Background: an optimization exercise with open tools, aiming at small area and few clock cycles per item. Do not read the settings as production practice. RTL that was checked went through simulation tests only; none was proved equivalent to the original.

Design fp_mult_pipe, start of the top module:
module fp_mult_pipe #(
    parameter int EXP_W = 8,
    parameter int MAN_W = 23
) (
    input  logic                   clk,
    input  logic                   rst_n,
    input  logic                   in_valid,
    output logic                   in_ready,
    input  logic [EXP_W+MAN_W:0]   a,
    input  logic [EXP_W+MAN_W:0]   b,
    output logic                   out_valid,
    input  logic                   out_ready,
    output logic [EXP_W+MAN_W:0]   product,
    output logic [4:0]             flags
);
For scale: roughly 41 flip-flops, ~110 I/O pins.
Settings: LEC_CHECK=0, CAP_MARGIN=20, CORE_MARGIN=2, CORE_UTILIZATION=40, GPL_TIMING_DRIVEN=1, SETUP_SLACK_MARGIN=0.05, SLEW_MARGIN=20, SYNTH_HIERARCHICAL=1; clock period 7.5 ns.
standard.sh (not shown) runs the stock make flow with config.mk's settings and CLKGATE_MAP_FILE= SYNTH_SCRIPT=/design/flow/synth_recipe.tcl, a recipe that flattens the netlist after the stock synthesis.
==> flow/flow/run.sh <==
#!/bin/bash
# Standard layout with two changes: the port buffers are buf_2 cells, and right
# after synthesis every combinational cell is set to its smallest drive strength
# (the standard repair steps then size up what timing and slew need).
set -euo pipefail
export BUFFER_PORTS_ARGS="-buffer_cell sky130_fd_sc_hd__buf_2"
bash standard.sh synth > synth.log 2>&1
DS_ODB="$PWD/orfs/results/$FLOW_PLATFORM/fp_mult_pipe/base/1_synth.odb" \
DS_LIB="$FLOW_HOME/platforms/$FLOW_PLATFORM/lib/sky130_fd_sc_hd__tt_025C_1v80.lib" \
DS_MAP="$PWD/flow/downsize_map.txt" \
  openroad -no_init -exit flow/downsize.tcl > downsize.log 2>&1
export SKIP_GATE_CLONING=1
export POST_GLOBAL_PLACE_TCL="$PWD/flow/post_gpl.tcl"
bash standard.sh > standard.log 2>&1
==> flow/flow/post_gpl.tcl <==
# After timing-driven global placement: take out the buffers it inserted
# (the port buffers stay); the resize and CTS repair steps add back what
# slew, capacitance and timing need.
set bufs [get_cells -quiet place*]
puts "post_gpl: removing [llength $bufs] placement buffers"
if { [llength $bufs] > 0 } {
  remove_buffers $bufs
}
Other scripts of this flow, unchanged in this note and not shown: flow/flow/downsize.tcl, flow/flow/downsize_map.txt
The baseline finished clean.
==> next run, changes <==
--- a/flow/flow/run.sh
+++ b/flow/flow/run.sh
@@ -13 +12,0 @@
-export POST_GLOBAL_PLACE_TCL="$PWD/flow/post_gpl.tcl"
GPL_TIMING_DRIVEN = 0   (was 1)
removed: flow/flow/post_gpl.tcl
Final cell count is higher by a little under a tenth.
Register-to-register slack degrades by 0.05 ns.
Clock-buffer cell count shrinks by 1.
Area after synthesis is unchanged.
Setup slack is worse by 0.11 ns.
Via count rose by a little under a tenth.
Global-route usage increases by 1.8 points.
==> next run, changes <==
GPL_TIMING_DRIVEN = 1   (was 0)
SETUP_SLACK_MARGIN = 0.0   (was 0.05)
What happened:
- hold slack got worse by 0.015 ns
- clock-buffer cell count does not change
- worst setup slack is better by 0.070 ns
- cell count is higher by 1.3%
- wire length shrinks by 5.5%
- flip-flop and latch count is unchanged
- final area came out lower by 3.0%
==> next run, changes <==
SETUP_SLACK_MARGIN = 0.05   (was 0.0)
Effect:
- worst hold slack loses 0.013 ns
- maximum frequency is about the same
No run of this note included a check of the RTL's function; only the layout flow was run.

---

fp_mult_pipe, a different RTL version from the one above (not shown whole).
Size: about 1800 cells after synthesis, about 110 I/O pins, roughly 16000 um2 of cells after synthesis.
Settings: LEC_CHECK=0, CAP_MARGIN=20, CORE_MARGIN=2, CORE_UTILIZATION=40, GPL_TIMING_DRIVEN=1, SETUP_SLACK_MARGIN=0.05, SLEW_MARGIN=20, SYNTH_HIERARCHICAL=1; clock period 7.5 ns.
==> flow/flow/run.sh <==
#!/bin/bash
# Standard layout with two changes: the port buffers are buf_2 cells, and right
# after synthesis every combinational cell is set to its smallest drive strength
# (the standard repair steps then size up what timing and slew need).
set -euo pipefail
export BUFFER_PORTS_ARGS="-buffer_cell sky130_fd_sc_hd__buf_2"
bash standard.sh synth > synth.log 2>&1
DS_ODB="$PWD/orfs/results/$FLOW_PLATFORM/fp_mult_pipe/base/1_synth.odb" \
DS_LIB="$FLOW_HOME/platforms/$FLOW_PLATFORM/lib/sky130_fd_sc_hd__tt_025C_1v80.lib" \
DS_MAP="$PWD/flow/downsize_map.txt" \
  openroad -no_init -exit flow/downsize.tcl > downsize.log 2>&1
export SKIP_GATE_CLONING=1
bash standard.sh > standard.log 2>&1
Other scripts of this flow, unchanged in this note and not shown: flow/flow/downsize.tcl, flow/flow/downsize_map.txt
The starting point ran to the end with no violations.
Testbench counts at the start, summed over its fixed seeds: cycles 8,008, items 8,000.
Change:
GPL_TIMING_DRIVEN = 0   (was 1)
Area after synthesis stays the same.
Register-to-register slack gains 0.10 ns.
Synthesized cell count does not change.
Wire length went up by a few percent.
Via count climbs slightly.
Cell count goes down slightly.
Worst setup slack degrades by 0.11 ns.
Clock skew is about the same.

---

Another version of the RTL of fp_mult_pipe (not shown whole).
For scale: roughly 1,700 cells after synthesis, ~110 I/O pins.
export LEC_CHECK = 0
export CAP_MARGIN = 20
export CORE_MARGIN = 2
export CORE_UTILIZATION = 40
export GPL_TIMING_DRIVEN = 1
export SETUP_SLACK_MARGIN = 0.05
export SLEW_MARGIN = 20
export SYNTH_HIERARCHICAL = 1
create_clock -name core_clock -period 7.5 [get_ports {clk}]
==> flow/flow/run.sh <==
#!/bin/bash
# Standard layout with two changes: the port buffers are buf_2 cells, and right
# after synthesis every combinational cell is set to its smallest drive strength
# (the standard repair steps then size up what timing and slew need).
set -euo pipefail
export BUFFER_PORTS_ARGS="-buffer_cell sky130_fd_sc_hd__buf_2"
bash standard.sh synth > synth.log 2>&1
DS_ODB="$PWD/orfs/results/$FLOW_PLATFORM/fp_mult_pipe/base/1_synth.odb" \
DS_LIB="$FLOW_HOME/platforms/$FLOW_PLATFORM/lib/sky130_fd_sc_hd__tt_025C_1v80.lib" \
DS_MAP="$PWD/flow/downsize_map.txt" \
  openroad -no_init -exit flow/downsize.tcl > downsize.log 2>&1
export SKIP_GATE_CLONING=1
export DONT_USE_CELLS="sky130_fd_sc_hd__buf_6 sky130_fd_sc_hd__buf_8 sky130_fd_sc_hd__buf_12 sky130_fd_sc_hd__buf_16 sky130_fd_sc_hd__bufbuf_8 sky130_fd_sc_hd__bufbuf_16"
bash standard.sh > standard.log 2>&1
Other scripts of this flow, unchanged in this note and not shown: flow/flow/downsize.tcl, flow/flow/downsize_map.txt
The baseline passed the timing, design-rule and antenna checks.
Change:
--- a/flow/flow/run.sh
+++ b/flow/flow/run.sh
@@ -11,4 +11,4 @@
   openroad -no_init -exit flow/downsize.tcl > downsize.log 2>&1
 export SKIP_GATE_CLONING=1
-export DONT_USE_CELLS="sky130_fd_sc_hd__buf_6 sky130_fd_sc_hd__buf_8 sky130_fd_sc_hd__buf_12 sky130_fd_sc_hd__buf_16 sky130_fd_sc_hd__bufbuf_8 sky130_fd_sc_hd__bufbuf_16"
+export POST_GLOBAL_PLACE_TCL="$PWD/flow/post_gpl.tcl"
 bash standard.sh > standard.log 2>&1
==> flow/flow/post_gpl.tcl (new file) <==
# After timing-driven global placement: replace the buffers it inserted
# (the port buffers stay) by gain-based fanout buffering.
set bufs [get_cells -quiet place*]
puts "post_gpl: removing [llength $bufs] placement buffers"
if { [llength $bufs] > 0 } {
  remove_buffers $bufs
}
estimate_parasitics -placement
repair_design -buffer_gain 4 -verbose
What happened:
- The changed run aborted during 3_3_place_gp
- synthesized area stays the same
- synthesized cell count stays the same
Change:
==> flow/flow/post_gpl.tcl (replaced) <==
# After timing-driven global placement: take out the buffers it inserted
# (the port buffers stay); the resize and CTS repair steps add back what
# slew, capacitance and timing need.
set bufs [get_cells -quiet place*]
puts "post_gpl: removing [llength $bufs] placement buffers"
if { [llength $bufs] > 0 } {
  remove_buffers $bufs
}
- SETUP_SLACK_MARGIN: 0.05 -> 0.0
The changed run passed the timing, design-rule and antenna checks.
Synthesized area is unchanged.
Synthesized cell count stays the same.
Change:
--- a/flow/flow/run.sh
+++ b/flow/flow/run.sh
@@ -11,4 +11,3 @@
   openroad -no_init -exit flow/downsize.tcl > downsize.log 2>&1
 export SKIP_GATE_CLONING=1
-export POST_GLOBAL_PLACE_TCL="$PWD/flow/post_gpl.tcl"
 bash standard.sh > standard.log 2>&1
- CTS_BUF_LIST: default -> sky130_fd_sc_hd__clkbuf_4
- SETUP_SLACK_MARGIN: 0.0 -> 0.05
removed: flow/flow/post_gpl.tcl
Effect: Critical path depth went up by 1; setup slack gains 0.099 ns.
Change:
--- a/flow/flow/run.sh
+++ b/flow/flow/run.sh
@@ -11,3 +11,4 @@
   openroad -no_init -exit flow/downsize.tcl > downsize.log 2>&1
 export SKIP_GATE_CLONING=1
+export GLOBAL_PLACEMENT_ARGS="-timing_driven_net_weight_max 3"
 bash standard.sh > standard.log 2>&1
- CTS_BUF_LIST: sky130_fd_sc_hd__clkbuf_4 -> default
Utilization grows by 0.23 points.
Worst setup slack gets worse by 0.010 ns.
Cell area came out higher by 0.51%.
Wire length went down by 3.8%.
Change:
--- a/flow/flow/run.sh
+++ b/flow/flow/run.sh
@@ -4,5 +4,5 @@
 # (the standard repair steps then size up what timing and slew need).
 set -euo pipefail
-export BUFFER_PORTS_ARGS="-buffer_cell sky130_fd_sc_hd__buf_2"
+export BUFFER_PORTS_ARGS="-buffer_cell sky130_fd_sc_hd__buf_6"
 bash standard.sh synth > synth.log 2>&1
 DS_ODB="$PWD/orfs/results/$FLOW_PLATFORM/fp_mult_pipe/base/1_synth.odb" \
@@ -11,4 +11,3 @@
   openroad -no_init -exit flow/downsize.tcl > downsize.log 2>&1
 export SKIP_GATE_CLONING=1
-export GLOBAL_PLACEMENT_ARGS="-timing_driven_net_weight_max 3"
 bash standard.sh > standard.log 2>&1
What happened: Core utilization climbs by 0.99 points. Global-route usage goes down by 0.71 points. Hold slack gets better by 0.013 ns. Final area rises by a few percent. Via count goes down slightly. Setup slack gets worse by 0.037 ns. Wire length falls by a few percent. Synthesized cell count does not change. Die area is unchanged. Register-to-register slack is about the same.
Function was not checked in any run of this note: the RTL went through the layout flow alone.

==> separate check: timing with driven ports <==
In the flow no input, the clock included, has a driving cell. The finished layouts below were timed again as built, in two steps. Step 1 sets driving cells, clkbuf_16 on the clock port and buf_2 on the other inputs (assumed; they add their load-dependent delay and slew). Step 2 moves the port delays by t, midway between the first and last clock arrival at a register: inputs arrive t later, outputs are due t later. That takes back most of the time a late clock gives input paths. a / b / c = ideal / step 1 / step 2; a / b = the first two.
| run | t (ns) | setup slack, ns | hold WS [ns] | cell pins on the clock port's net |
|---|---|---|---|---|
| the first run of note 1 | 0.319 | 0.225 / -0.637 / -0.956 | 0.906 / 0.884 / 1.005 | 1 |
| the second run of note 1 | 0.318 | 0.114 / 0.121 / -0.197 | 0.882 / 0.882 / 0.882 | 1 |
| the third run of note 1 | 0.324 | 0.185 / 0.201 / -0.123 | 0.868 / 0.868 / 0.868 | 1 |
| the fourth run of note 1 | 0.322 | 0.181 / 0.201 / -0.120 | 0.855 / 0.855 / 0.855 | 1 |
| the first run of note 2 | 0.322 | 0.292 / 0.307 / -0.014 | 0.854 / 0.854 / 0.854 | 1 |
| the second run of note 2 | 0.325 | 0.186 / 0.164 / -0.161 | 0.701 / 0.701 / 0.701 | 1 |
| the first run of note 3 | 0.321 | 0.293 / 0.306 / -0.015 | 0.835 / 0.835 / 0.835 | 1 |
| the third run of note 3 | 0.321 | 0.244 / -0.778 / -1.098 | 0.905 / 0.878 / 1.001 | 1 |
| the fourth run of note 3 | 0.390 | 0.343 / 0.348 / -0.042 | 0.848 / 0.848 / 0.848 | 1 |
| the fifth run of note 3 | 0.324 | 0.332 / 0.350 / 0.026 | 0.853 / 0.853 / 0.853 | 1 |
| the sixth run of note 3 | 0.319 | 0.296 / 0.301 / -0.018 | 0.866 / 0.866 / 0.866 | 1 |
Met with ideal ports but missed after step 2: setup timing in 10 of these runs. For the third run of note 3, which loses most, drivers alone change the setup slack by -1.022 ns; drivers and shift together by -1.342 ns.
